This is an optimization exercise on Yosys and OpenROAD, whose aim is small area, a short achievable clock period and few clock cycles per item, not a production implementation.
RTL that was checked went through simulation tests only; none was proved equivalent to the original.
Power and IR drop assume default switching activity.

==> inputs of v37 <==
==> flow/design.v <==
`default_nettype none
module screen_reader #(
  parameter int queue_depth = 4                                
) (
  input  logic        clk,
  input  logic        reset,
  input  logic        start,                                   
  input  logic        done,                                    
  input  logic [31:0] frame_base,                              
  output logic [31:0] mem_address,
  output logic        mem_read,
  input  logic        mem_waitrequest,
  input  logic [7:0]  mem_readdata,
  output logic        processing,
  output logic        idx_valid,                               
  output logic [7:0]  idx,
  input  logic        wr_accept                                
);
  logic       accept;                                          
  logic [8:0] rd_cnt;                                          
  logic [2:0] occ;                                             
  logic [2:0] occ_next;
  logic       more;                                            
  assign accept   = mem_read && !mem_waitrequest;
  assign occ_next = occ + 3'(accept) - 3'(wr_accept);
  assign more     = !rd_cnt[8] && !(accept && rd_cnt[7:0] == 8'hff);
  always_ff @(posedge clk) begin
    if (reset) begin
      processing <= 1'b0;
      mem_read   <= 1'b0;
      rd_cnt     <= 9'h100;
      occ        <= '0;
    end else begin
      occ <= occ_next;
      if (start && !processing) begin
        processing <= 1'b1;
        mem_read   <= 1'b1;
        rd_cnt     <= '0;
      end else begin
        if (done) processing <= 1'b0;
        if (accept) rd_cnt <= rd_cnt + 1'b1;
        mem_read <= (mem_read && mem_waitrequest)
                 || (more && occ_next < 3'(queue_depth));
      end
    end
  end
  always_ff @(posedge clk) begin
    if (!processing) mem_address <= frame_base;
    else if (accept) mem_address <= mem_address + 1'b1;
  end
  always_ff @(posedge clk) begin
    if (reset) idx_valid <= 1'b0;
    else       idx_valid <= accept;
  end
  always_ff @(posedge clk) begin
    if (accept) idx <= mem_readdata;                           
  end
endmodule
`default_nettype wire
`default_nettype none
module pixel_fifo #(
  parameter int depth = 3                                      
) (
  input  logic        clk,
  input  logic        reset,
  input  logic        start,                                   
  input  logic        in_valid,
  input  logic [15:0] in_pixel,
  output logic [31:0] vga_address,
  output logic        vga_write,
  input  logic        vga_waitrequest,
  output logic [15:0] vga_writedata,
  output logic        accept,                                  
  output logic        done
);
  localparam int cnt_w = 2;                                   
  logic [15:0]      skid [depth];
  logic [cnt_w-1:0] fill;                                      
  logic [7:0]       wr_n;                                      
  logic             load;                                      
  assign accept = vga_write && !vga_waitrequest;
  assign load   = !vga_write || !vga_waitrequest;
  assign vga_address = 32'h0800_0000 | (32'(wr_n[7:5]) << 10) | (32'(wr_n[4:0]) << 1);
  always_ff @(posedge clk) begin
    if (reset) begin
      vga_write <= 1'b0;
      fill      <= '0;
    end else if (load) begin
      vga_write <= (fill != '0) || in_valid;
      if (fill != '0) fill <= fill - cnt_w'(!in_valid);
    end else begin
      if (in_valid) fill <= fill + 1'b1;
    end
  end
  always_ff @(posedge clk) begin
    if (load) vga_writedata <= (fill != '0) ? skid[0] : in_pixel;
  end
  always_ff @(posedge clk) begin
    for (int i = 0; i < depth; i++) begin
      if (load) begin
        if (in_valid && cnt_w'(i + 1) == fill) skid[i] <= in_pixel;
        else if (i + 1 < depth)                skid[i] <= skid[(i + 1) % depth];
      end else begin
        if (in_valid && cnt_w'(i) == fill) skid[i] <= in_pixel;
      end
    end
  end
  always_ff @(posedge clk) begin
    if (start)       wr_n <= '0;
    else if (accept) wr_n <= wr_n + 1'b1;
  end
  always_ff @(posedge clk) begin
    if (reset) done <= 1'b0;
    else       done <= accept && wr_n == 8'hff;
  end
endmodule
`default_nettype wire
`default_nettype none
module vga_pixel_writer #(
  parameter int lookup_stages = 2                              
) (
  input  logic        clk,
  input  logic        reset,
  input  logic        idx_valid,                               
  input  logic [7:0]  idx,
  input  logic        palette_write,
  input  logic [7:0]  palette_index,
  input  logic [23:0] palette_rgb,                             
  output logic        pix_valid,                               
  output logic [15:0] pix_data                                 
);
  logic [15:0] palette [256];                                  
  logic        pw_en;                                          
  logic [7:0]  pw_idx;
  logic [15:0] pw_data;
  always_ff @(posedge clk) begin
    pw_en   <= palette_write;
    pw_idx  <= palette_index;
    pw_data <= {palette_rgb[23:19], palette_rgb[15:10], palette_rgb[7:3]};
  end
  always_ff @(posedge clk) begin
    if (pw_en) palette[pw_idx] <= pw_data;
  end
  if (lookup_stages == 1) begin : g_one
    assign pix_valid = idx_valid;
    assign pix_data  = palette[idx];
  end else begin : g_two
    logic [15:0] grp [4];                                      
    logic [1:0]  hi;
    logic        v;
    always_ff @(posedge clk) begin
      for (int g = 0; g < 4; g++) grp[g] <= palette[{2'(g), idx[5:0]}];
      hi <= idx[7:6];
    end
    always_ff @(posedge clk) begin
      if (reset) v <= 1'b0;
      else       v <= idx_valid;
    end
    assign pix_valid = v;
    assign pix_data  = grp[hi];
  end
endmodule
`default_nettype wire
`default_nettype none
module framebuffer_update_top (
  input  logic                         clk,
  input  logic                         reset,
  input  logic                         start,
  input  logic [31:0]                  frame_base,             
  input  logic                         palette_write,
  input  logic [7:0]                   palette_index,
  input  logic [23:0]                  palette_rgb,
  output logic [31:0]                  mem_address,
  output logic                         mem_read,
  input  logic                         mem_waitrequest,
  input  logic [7:0]                   mem_readdata,
  output logic [31:0]                  vga_address,
  output logic                         vga_write,
  input  logic                         vga_waitrequest,
  output logic [15:0]                  vga_writedata,          
  output logic                         processing,
  output logic                         done
);
  localparam int lookup_stages = 2;                            
  localparam int queue_depth   = lookup_stages + 2;            
  logic        idx_valid;                                      
  logic [7:0]  idx;
  logic        wr_accept;                                      
  logic        pix_valid;                                      
  logic [15:0] pix_data;
  screen_reader #(.queue_depth(queue_depth)) u_reader (
    .clk             (clk),
    .reset           (reset),
    .start           (start),
    .done            (done),
    .frame_base      (frame_base),
    .mem_address     (mem_address),
    .mem_read        (mem_read),
    .mem_waitrequest (mem_waitrequest),
    .mem_readdata    (mem_readdata),
    .processing      (processing),
    .idx_valid       (idx_valid),
    .idx             (idx),
    .wr_accept       (wr_accept)
  );
  vga_pixel_writer #(.lookup_stages(lookup_stages)) u_writer (
    .clk           (clk),
    .reset         (reset),
    .idx_valid     (idx_valid),
    .idx           (idx),
    .palette_write (palette_write),
    .palette_index (palette_index),
    .palette_rgb   (palette_rgb),
    .pix_valid     (pix_valid),
    .pix_data      (pix_data)
  );
  pixel_fifo #(.depth(queue_depth - 1)) u_fifo (
    .clk             (clk),
    .reset           (reset),
    .start           (start && !processing),
    .in_valid        (pix_valid),
    .in_pixel        (pix_data),
    .vga_address     (vga_address),
    .vga_write       (vga_write),
    .vga_waitrequest (vga_waitrequest),
    .vga_writedata   (vga_writedata),
    .accept          (wr_accept),
    .done            (done)
  );
endmodule
`default_nettype wire
==> flow/run.sh <==
#!/bin/bash
# synth_recipe.tcl (not shown) runs the flow's synth.tcl, then flattens the netlist and writes it again
# the make line also repeats each setting of config.mk as NAME=value (left out here)
make -C /OpenROAD-flow-scripts/flow DESIGN_CONFIG=/design/flow/config.mk WORK_HOME=/design/flow/orfs CLKGATE_MAP_FILE= SYNTH_SCRIPT=/design/flow/synth_recipe.tcl finish
==> flow/config.mk <==
export PLATFORM = sky130hd
export DESIGN_NAME = framebuffer_update_top
export DESIGN_NICKNAME = framebuffer_update_top
export VERILOG_FILES = /design/flow/design.v
export SDC_FILE = /design/flow/constraint.sdc
export NUM_CORES = 4
export LEC_CHECK = 0
export CAP_MARGIN = 20
export CORE_MARGIN = 2
export CORE_UTILIZATION = 45
export SLEW_MARGIN = 20
export SYNTH_MEMORY_MAX_BITS = 16384
==> flow/constraint.sdc <==
create_clock -name core_clock -period 10.0 [get_ports {clk}]
set_input_delay 2.0000 -clock core_clock [delete_from_list [all_inputs] [get_ports {clk}]]
set_output_delay 2.0000 -clock core_clock [all_outputs]
set_load 0.01 [all_outputs]
==> v39: changes against v37 <==
--- a/flow/design.v
+++ b/flow/design.v
@@ -150,4 +150,14 @@
     logic        v;
+    logic [63:0] sel;                                          
+    logic [15:0] cand [4];
+    always_comb begin
+      sel = '0;
+      sel[idx[5:0]] = 1'b1;
+      for (int g = 0; g < 4; g++) begin
+        cand[g] = '0;
+        for (int i = 0; i < 64; i++) cand[g] = cand[g] | ({16{sel[i]}} & palette[g*64 + i]);
+      end
+    end
     always_ff @(posedge clk) begin
-      for (int g = 0; g < 4; g++) grp[g] <= palette[{2'(g), idx[5:0]}];
+      for (int g = 0; g < 4; g++) grp[g] <= cand[g];
       hi <= idx[7:6];
- SETUP_SLACK_MARGIN: unset -> 5
==> comparison table <==
	v37	v39
Run status	finished clean	finished clean
Multi-input gate share of total cell area	0.1809	0.1642
Number of gates resized after cts	0	29
Post-synthesis cell count	7,517	8,926
Startpoint of the worst-slack reg-to-reg timing path	u_reader.idx[3]	u_reader.idx[0]
Compound-Gate Fraction of Synth Area	0.02693	0.1183
Final WL	428,600 um	684,000 um
Setup repair after global routing missed its margin	false	true
GPL Wtd Cong	0.8306	0.9829
Slew margin rel.	0.1626	0.1333
Wirelength per Cell	32.49 um	47.56 um
Pin count of the biggest net entering global routing	195	221
Effective utilization at floorplan	0.4520	0.4525
Met3 WL post-DR	36,040 um	121,200 um
Flop-to-flop setup slack	4.99 ns	4.82 ns
Area enclosed by the die boundary	368,700 um^2	356,700 um^2
Critical path origin	u_reader.idx[3]	u_reader.idx[0]
Basic-gate share of the synthesized area counting and, or, nand and nor cells	0.02183	0.04383
Maximum clock skew at final layout	0.04163 ns	0.06687 ns
Testbench counts of v37, summed over its fixed seeds: cycles 8,352, items 8,192.
Only the layout flow was run in v39; the RTL was not checked for function there.

* * *

==> inputs of fjord <==
Another version of the RTL of framebuffer_update_top (not shown whole).
==> module screen_reader, before the edit <==
module screen_reader #(
  parameter int queue_depth = 2                                
) (
  input  logic        clk,
  input  logic        reset,
  input  logic        start,                                   
  input  logic        done,                                    
  input  logic [31:0] frame_base,                              
  output logic [31:0] mem_address,
  output logic        mem_read,
  input  logic        mem_waitrequest,
  output logic        processing,
  output logic        accept,                                  
  input  logic        wr_accept                                
);
  logic [8:0] rd_cnt;                                          
  logic [2:0] occ;                                             
  logic [2:0] occ_next;
  logic       more;                                            
  assign accept   = mem_read && !mem_waitrequest;
  assign occ_next = occ + 3'(accept) - 3'(wr_accept);
  assign more     = !rd_cnt[8] && !(accept && rd_cnt[7:0] == 8'hff);
  always_ff @(posedge clk) begin
    if (reset) begin
      processing <= 1'b0;
      mem_read   <= 1'b0;
      rd_cnt     <= 9'h100;
      occ        <= '0;
    end else begin
      occ <= occ_next;
      if (start && !processing) begin
        processing <= 1'b1;
        mem_read   <= 1'b1;
        rd_cnt     <= '0;
      end else begin
        if (done) processing <= 1'b0;
        if (accept) rd_cnt <= rd_cnt + 1'b1;
        mem_read <= (mem_read && mem_waitrequest)
                 || (more && occ_next < 3'(queue_depth));
      end
    end
  end
  always_ff @(posedge clk) begin
    if (!processing) mem_address <= frame_base;
    else if (accept) mem_address <= mem_address + 1'b1;
  end
endmodule
==> module vga_pixel_writer, before the edit <==
module vga_pixel_writer (
  input  logic        clk,
  input  logic [7:0]  idx,                                     
  input  logic        palette_write,
  input  logic [7:0]  palette_index,
  input  logic [23:0] palette_rgb,                             
  output logic [15:0] pix_data                                 
);
  logic [15:0]  palette [256];                                 
  logic [255:0] sel;                                           
  always_ff @(posedge clk) begin
    if (palette_write)
      palette[palette_index] <= {palette_rgb[23:19], palette_rgb[15:10], palette_rgb[7:3]};
  end
  logic [255:0] terms [16];
  always_comb begin
    for (int i = 0; i < 256; i++) sel[i] = (idx == 8'(i));
    for (int b = 0; b < 16; b++) begin
      for (int i = 0; i < 256; i++) terms[b][i] = sel[i] & palette[i][b];
      pix_data[b] = |terms[b];
    end
  end
endmodule
==> module framebuffer_update_top, before the edit <==
module framebuffer_update_top (
  input  logic                         clk,
  input  logic                         reset,
  input  logic                         start,
  input  logic [31:0]                  frame_base,             
  input  logic                         palette_write,
  input  logic [7:0]                   palette_index,
  input  logic [23:0]                  palette_rgb,
  output logic [31:0]                  mem_address,
  output logic                         mem_read,
  input  logic                         mem_waitrequest,
  input  logic [7:0]                   mem_readdata,
  output logic [31:0]                  vga_address,
  output logic                         vga_write,
  input  logic                         vga_waitrequest,
  output logic [15:0]                  vga_writedata,          
  output logic                         processing,
  output logic                         done
);
  localparam int queue_depth = 2;                              
  logic        rd_accept;                                      
  logic        wr_accept;                                      
  logic [15:0] pix_data;                                       
  screen_reader #(.queue_depth(queue_depth)) u_reader (
    .clk             (clk),
    .reset           (reset),
    .start           (start),
    .done            (done),
    .frame_base      (frame_base),
    .mem_address     (mem_address),
    .mem_read        (mem_read),
    .mem_waitrequest (mem_waitrequest),
    .processing      (processing),
    .accept          (rd_accept),
    .wr_accept       (wr_accept)
  );
  vga_pixel_writer u_writer (
    .clk           (clk),
    .idx           (mem_readdata),
    .palette_write (palette_write),
    .palette_index (palette_index),
    .palette_rgb   (palette_rgb),
    .pix_data      (pix_data)
  );
  pixel_fifo #(.depth(queue_depth - 1)) u_fifo (
    .clk             (clk),
    .reset           (reset),
    .start           (start && !processing),
    .in_valid        (rd_accept),
    .in_pixel        (pix_data),
    .vga_address     (vga_address),
    .vga_write       (vga_write),
    .vga_waitrequest (vga_waitrequest),
    .vga_writedata   (vga_writedata),
    .accept          (wr_accept),
    .done            (done)
  );
endmodule
==> flow/config.mk <==
export PLATFORM = sky130hd
export DESIGN_NAME = framebuffer_update_top
export DESIGN_NICKNAME = framebuffer_update_top
export VERILOG_FILES = /design/flow/design.v
export SDC_FILE = /design/flow/constraint.sdc
export NUM_CORES = 4
export LEC_CHECK = 0
export CAP_MARGIN = 20
export CORE_MARGIN = 2
export CORE_UTILIZATION = 45
export SETUP_SLACK_MARGIN = 5
export SLEW_MARGIN = 20
export SYNTH_MEMORY_MAX_BITS = 16384
==> flow/constraint.sdc <==
create_clock -name core_clock -period 10.0 [get_ports {clk}]
set_input_delay 2.0000 -clock core_clock [delete_from_list [all_inputs] [get_ports {clk}]]
set_output_delay 2.0000 -clock core_clock [all_outputs]
set_load 0.01 [all_outputs]
run.sh (not shown) runs the stock make flow with config.mk's settings and CLKGATE_MAP_FILE= SYNTH_SCRIPT=/design/flow/synth_recipe.tcl, a recipe that flattens the netlist after the stock synthesis.
==> sierra (differences from fjord) <==
--- a/flow/design.v
+++ b/flow/design.v
@@ -1,5 +1,5 @@
 `default_nettype none
 module screen_reader #(
-  parameter int queue_depth = 2                                
+  parameter int queue_depth = 3                                
 ) (
   input  logic        clk,
@@ -12,17 +12,21 @@
   input  logic        mem_waitrequest,
   output logic        processing,
+  output logic        frame_start,                             
   output logic        accept,                                  
   input  logic        wr_accept                                
 );
+  logic       busy;                                            
   logic [8:0] rd_cnt;                                          
   logic [2:0] occ;                                             
   logic [2:0] occ_next;
   logic       more;                                            
-  assign accept   = mem_read && !mem_waitrequest;
-  assign occ_next = occ + 3'(accept) - 3'(wr_accept);
-  assign more     = !rd_cnt[8] && !(accept && rd_cnt[7:0] == 8'hff);
+  assign frame_start = start && !busy;
+  assign accept      = mem_read && !mem_waitrequest;
+  assign occ_next    = occ + 3'(accept) - 3'(wr_accept);
+  assign more        = !rd_cnt[8] && !(accept && rd_cnt[7:0] == 8'hff);
   always_ff @(posedge clk) begin
     if (reset) begin
       processing <= 1'b0;
+      busy       <= 1'b0;
       mem_read   <= 1'b0;
       rd_cnt     <= 9'h100;
@@ -30,10 +34,14 @@
     end else begin
       occ <= occ_next;
-      if (start && !processing) begin
+      if (frame_start) begin
         processing <= 1'b1;
+        busy       <= 1'b1;
         mem_read   <= 1'b1;
         rd_cnt     <= '0;
       end else begin
-        if (done) processing <= 1'b0;
+        if (done) begin
+          processing <= 1'b0;
+          busy       <= 1'b0;
+        end
         if (accept) rd_cnt <= rd_cnt + 1'b1;
         mem_read <= (mem_read && mem_waitrequest)
@@ -43,5 +51,5 @@
   end
   always_ff @(posedge clk) begin
-    if (!processing) mem_address <= frame_base;
+    if (!busy)       mem_address <= frame_base;
     else if (accept) mem_address <= mem_address + 1'b1;
   end
@@ -109,24 +117,53 @@
 module vga_pixel_writer (
   input  logic        clk,
+  input  logic        reset,
+  input  logic        idx_valid,                               
   input  logic [7:0]  idx,                                     
   input  logic        palette_write,
   input  logic [7:0]  palette_index,
   input  logic [23:0] palette_rgb,                             
+  output logic        pix_valid,                               
   output logic [15:0] pix_data                                 
 );
-  logic [15:0]  palette [256];                                 
-  logic [255:0] sel;                                           
+  localparam int n_grp = 85;                                   
+  logic [15:0]      palette [256];                             
+  logic [15:0]      hi_oh;                                     
+  logic [15:0]      lo_oh;                                     
+  logic [255:0]     sel;                                       
+  logic [n_grp-1:0] grp_n [16];                                
   always_ff @(posedge clk) begin
     if (palette_write)
       palette[palette_index] <= {palette_rgb[23:19], palette_rgb[15:10], palette_rgb[7:3]};
   end
-  logic [255:0] terms [16];
+  always_ff @(posedge clk) begin
+    for (int j = 0; j < 16; j++) begin
+      hi_oh[j] <= (idx[7:4] == 4'(j));
+      lo_oh[j] <= (idx[3:0] == 4'(j));
+    end
+  end
+  always_ff @(posedge clk) begin
+    if (reset) pix_valid <= 1'b0;
+    else       pix_valid <= idx_valid;
+  end
   always_comb begin
-    for (int i = 0; i < 256; i++) sel[i] = (idx == 8'(i));
-    for (int b = 0; b < 16; b++) begin
-      for (int i = 0; i < 256; i++) terms[b][i] = sel[i] & palette[i][b];
-      pix_data[b] = |terms[b];
-    end
-  end
+    for (int i = 0; i < 256; i++) sel[i] = hi_oh[i / 16] && lo_oh[i % 16];
+  end
+  for (genvar b = 0; b < 16; b++) begin : g_bit
+    for (genvar k = 0; k < n_grp; k++) begin : g_grp
+      palette_sel3 u_sel (
+        .d   ({palette[3*k + 2][b], palette[3*k + 1][b], palette[3*k][b]}),
+        .s   (sel[3*k + 2 : 3*k]),
+        .y_n (grp_n[b][k])
+      );
+    end
+    assign pix_data[b] = !(&grp_n[b]) || (sel[255] && palette[255][b]);
+  end
+endmodule
+module palette_sel3 (
+  input  logic [2:0] d,
+  input  logic [2:0] s,
+  output logic       y_n
+);
+  assign y_n = !(|(d & s));
 endmodule
 `default_nettype wire
@@ -151,8 +188,10 @@
   output logic                         done
 );
-  localparam int queue_depth = 2;                              
+  localparam int queue_depth = 3;                              
+  logic        frame_start;
   logic        rd_accept;                                      
   logic        wr_accept;                                      
-  logic [15:0] pix_data;                                       
+  logic        pix_valid;                                      
+  logic [15:0] pix_data;
   screen_reader #(.queue_depth(queue_depth)) u_reader (
     .clk             (clk),
@@ -165,4 +204,5 @@
     .mem_waitrequest (mem_waitrequest),
     .processing      (processing),
+    .frame_start     (frame_start),
     .accept          (rd_accept),
     .wr_accept       (wr_accept)
@@ -170,8 +210,11 @@
   vga_pixel_writer u_writer (
     .clk           (clk),
+    .reset         (reset),
+    .idx_valid     (rd_accept),
     .idx           (mem_readdata),
     .palette_write (palette_write),
     .palette_index (palette_index),
     .palette_rgb   (palette_rgb),
+    .pix_valid     (pix_valid),
     .pix_data      (pix_data)
   );
@@ -179,6 +222,6 @@
     .clk             (clk),
     .reset           (reset),
-    .start           (start && !processing),
-    .in_valid        (rd_accept),
+    .start           (frame_start),
+    .in_valid        (pix_valid),
     .in_pixel        (pix_data),
     .vga_address     (vga_address),
==> flow/flow/run.sh (new file) <==
#!/bin/bash
set -euo pipefail
bash standard.sh SETUP_SLACK_MARGIN=6.4 finish > standard.log 2>&1
==> flow/standard.sh (new file) <==
#!/bin/bash
# synth_recipe.tcl (not shown) runs the flow's synth.tcl, then flattens the netlist and writes it again
# the make line also repeats each setting of config.mk as NAME=value (left out here)
make -C /OpenROAD-flow-scripts/flow DESIGN_CONFIG=/design/flow/config.mk WORK_HOME=/design/flow/orfs CLKGATE_MAP_FILE= SYNTH_SCRIPT=/design/flow/synth_recipe.tcl "${@:-finish}"
- CTS_CLUSTER_DIAMETER: default -> 127
- CTS_CLUSTER_SIZE: default -> 24
- SYNTH_HIERARCHICAL: default -> 1
removed: flow/run.sh
==> notes.md <==
sierra completed with no timing, DRC or antenna violations. fjord ran to the end with no violations.
First-iteration DRC count: sierra is smaller than fjord (about 18%).
Of sierra and fjord, fjord has the higher count of clock-buffer cells in the layout (gap 224).
In fjord the clock skew is lower than in sierra, by 20 ps.
Sequential share of layout area: fjord is lower than sierra (6.6 points).
In fjord the via count is higher than in sierra, by 24%.
Of sierra and fjord, fjord has the higher final cell count (gap 15%, measured against fjord).
Of fjord and sierra, fjord has the higher combinational power (gap 39%, measured against sierra).
In fjord the setup slack is worse than in sierra, by 1700 ps.
==> figures <==
Status: sierra timing/DRC/antenna clean; fjord timing/DRC/antenna clean
Reported sequential group power: sierra 19.6 mW; fjord 19.4 mW
Power dissipated by switching net loads: sierra 6.10 mW; fjord 8.05 mW
Post-CTS clock slew at the launch and capture registers of the worst setup and hold paths: sierra 100 ps; fjord 60 ps
Post-synthesis average cell area: sierra 20.9 um^2; fjord 17.3 um^2
Worst Hold Depth: sierra 2; fjord 1
Startpoint of the lowest-slack hold path: sierra u_fifo.wr_n[7]$_SDFFE_PP0P_; fjord u_fifo.done$_SDFF_PP0_
Floorplan Core Area: sierra 331000 um^2; fjord 346000 um^2
Worst Slack Setup Final: sierra 6250 ps; fjord 4590 ps
GR Util met2: sierra 39.2%; fjord 49.3%
Final Core Density: sierra 50.8%; fjord 52.7%
Routed length on met2: sierra 205000 um; fjord 264000 um
CP max-delay cell: sierra a222oi_1; fjord nor4_4
Largest net degree at the start of global routing: sierra 186; fjord 137
Seq_cells: sierra 4235; fjord 4186
Worst setup path start: sierra u_writer.lo_oh[15]$_DFF_P_; fjord mem_readdata[7]
Pre-CTS setup slack: sierra 3450 ps; fjord 2460 ps
No functional check of the RTL was part of any run of this note.

## afterwards: timing with drivers on the ports
The flow's constraints put no driver on any port. The routed layouts listed below were extracted and timed again, unchanged, in two steps. Step 1: set_driving_cell puts a clkbuf_16 on clk and a buf_2 on each other input, an assumption about the parent block. Step 2 times the ports against the registers' clock, not the clock port: input delays grow and output delays shrink by t, the midpoint of the rising clock arrivals with the driver on. Slacks: no drivers / after step 1 / after step 2; pairs: no drivers / after step 1.
run | t (ns) | setup WS [ns] | hold WS [ns] | cell pins on the clock port's net
v37 | 1.062 | 4.988 / 4.988 / 4.988 | 0.346 / 0.346 / 0.346 | 1
v39 | 1.100 | 4.824 / 4.824 / 4.824 | 0.345 / 0.345 / 0.345 | 1
fjord | 1.119 | 4.593 / 4.605 / 3.486 | 0.425 / 0.425 / 0.425 | 1
sierra | 0.996 | 6.250 / 6.250 / 5.277 | 0.494 / 0.494 / 0.494 | 1
After both steps setup and hold are still met in every run listed. For fjord, which loses most, drivers alone change the setup slack by +0.012 ns; drivers and shift together by -1.107 ns.
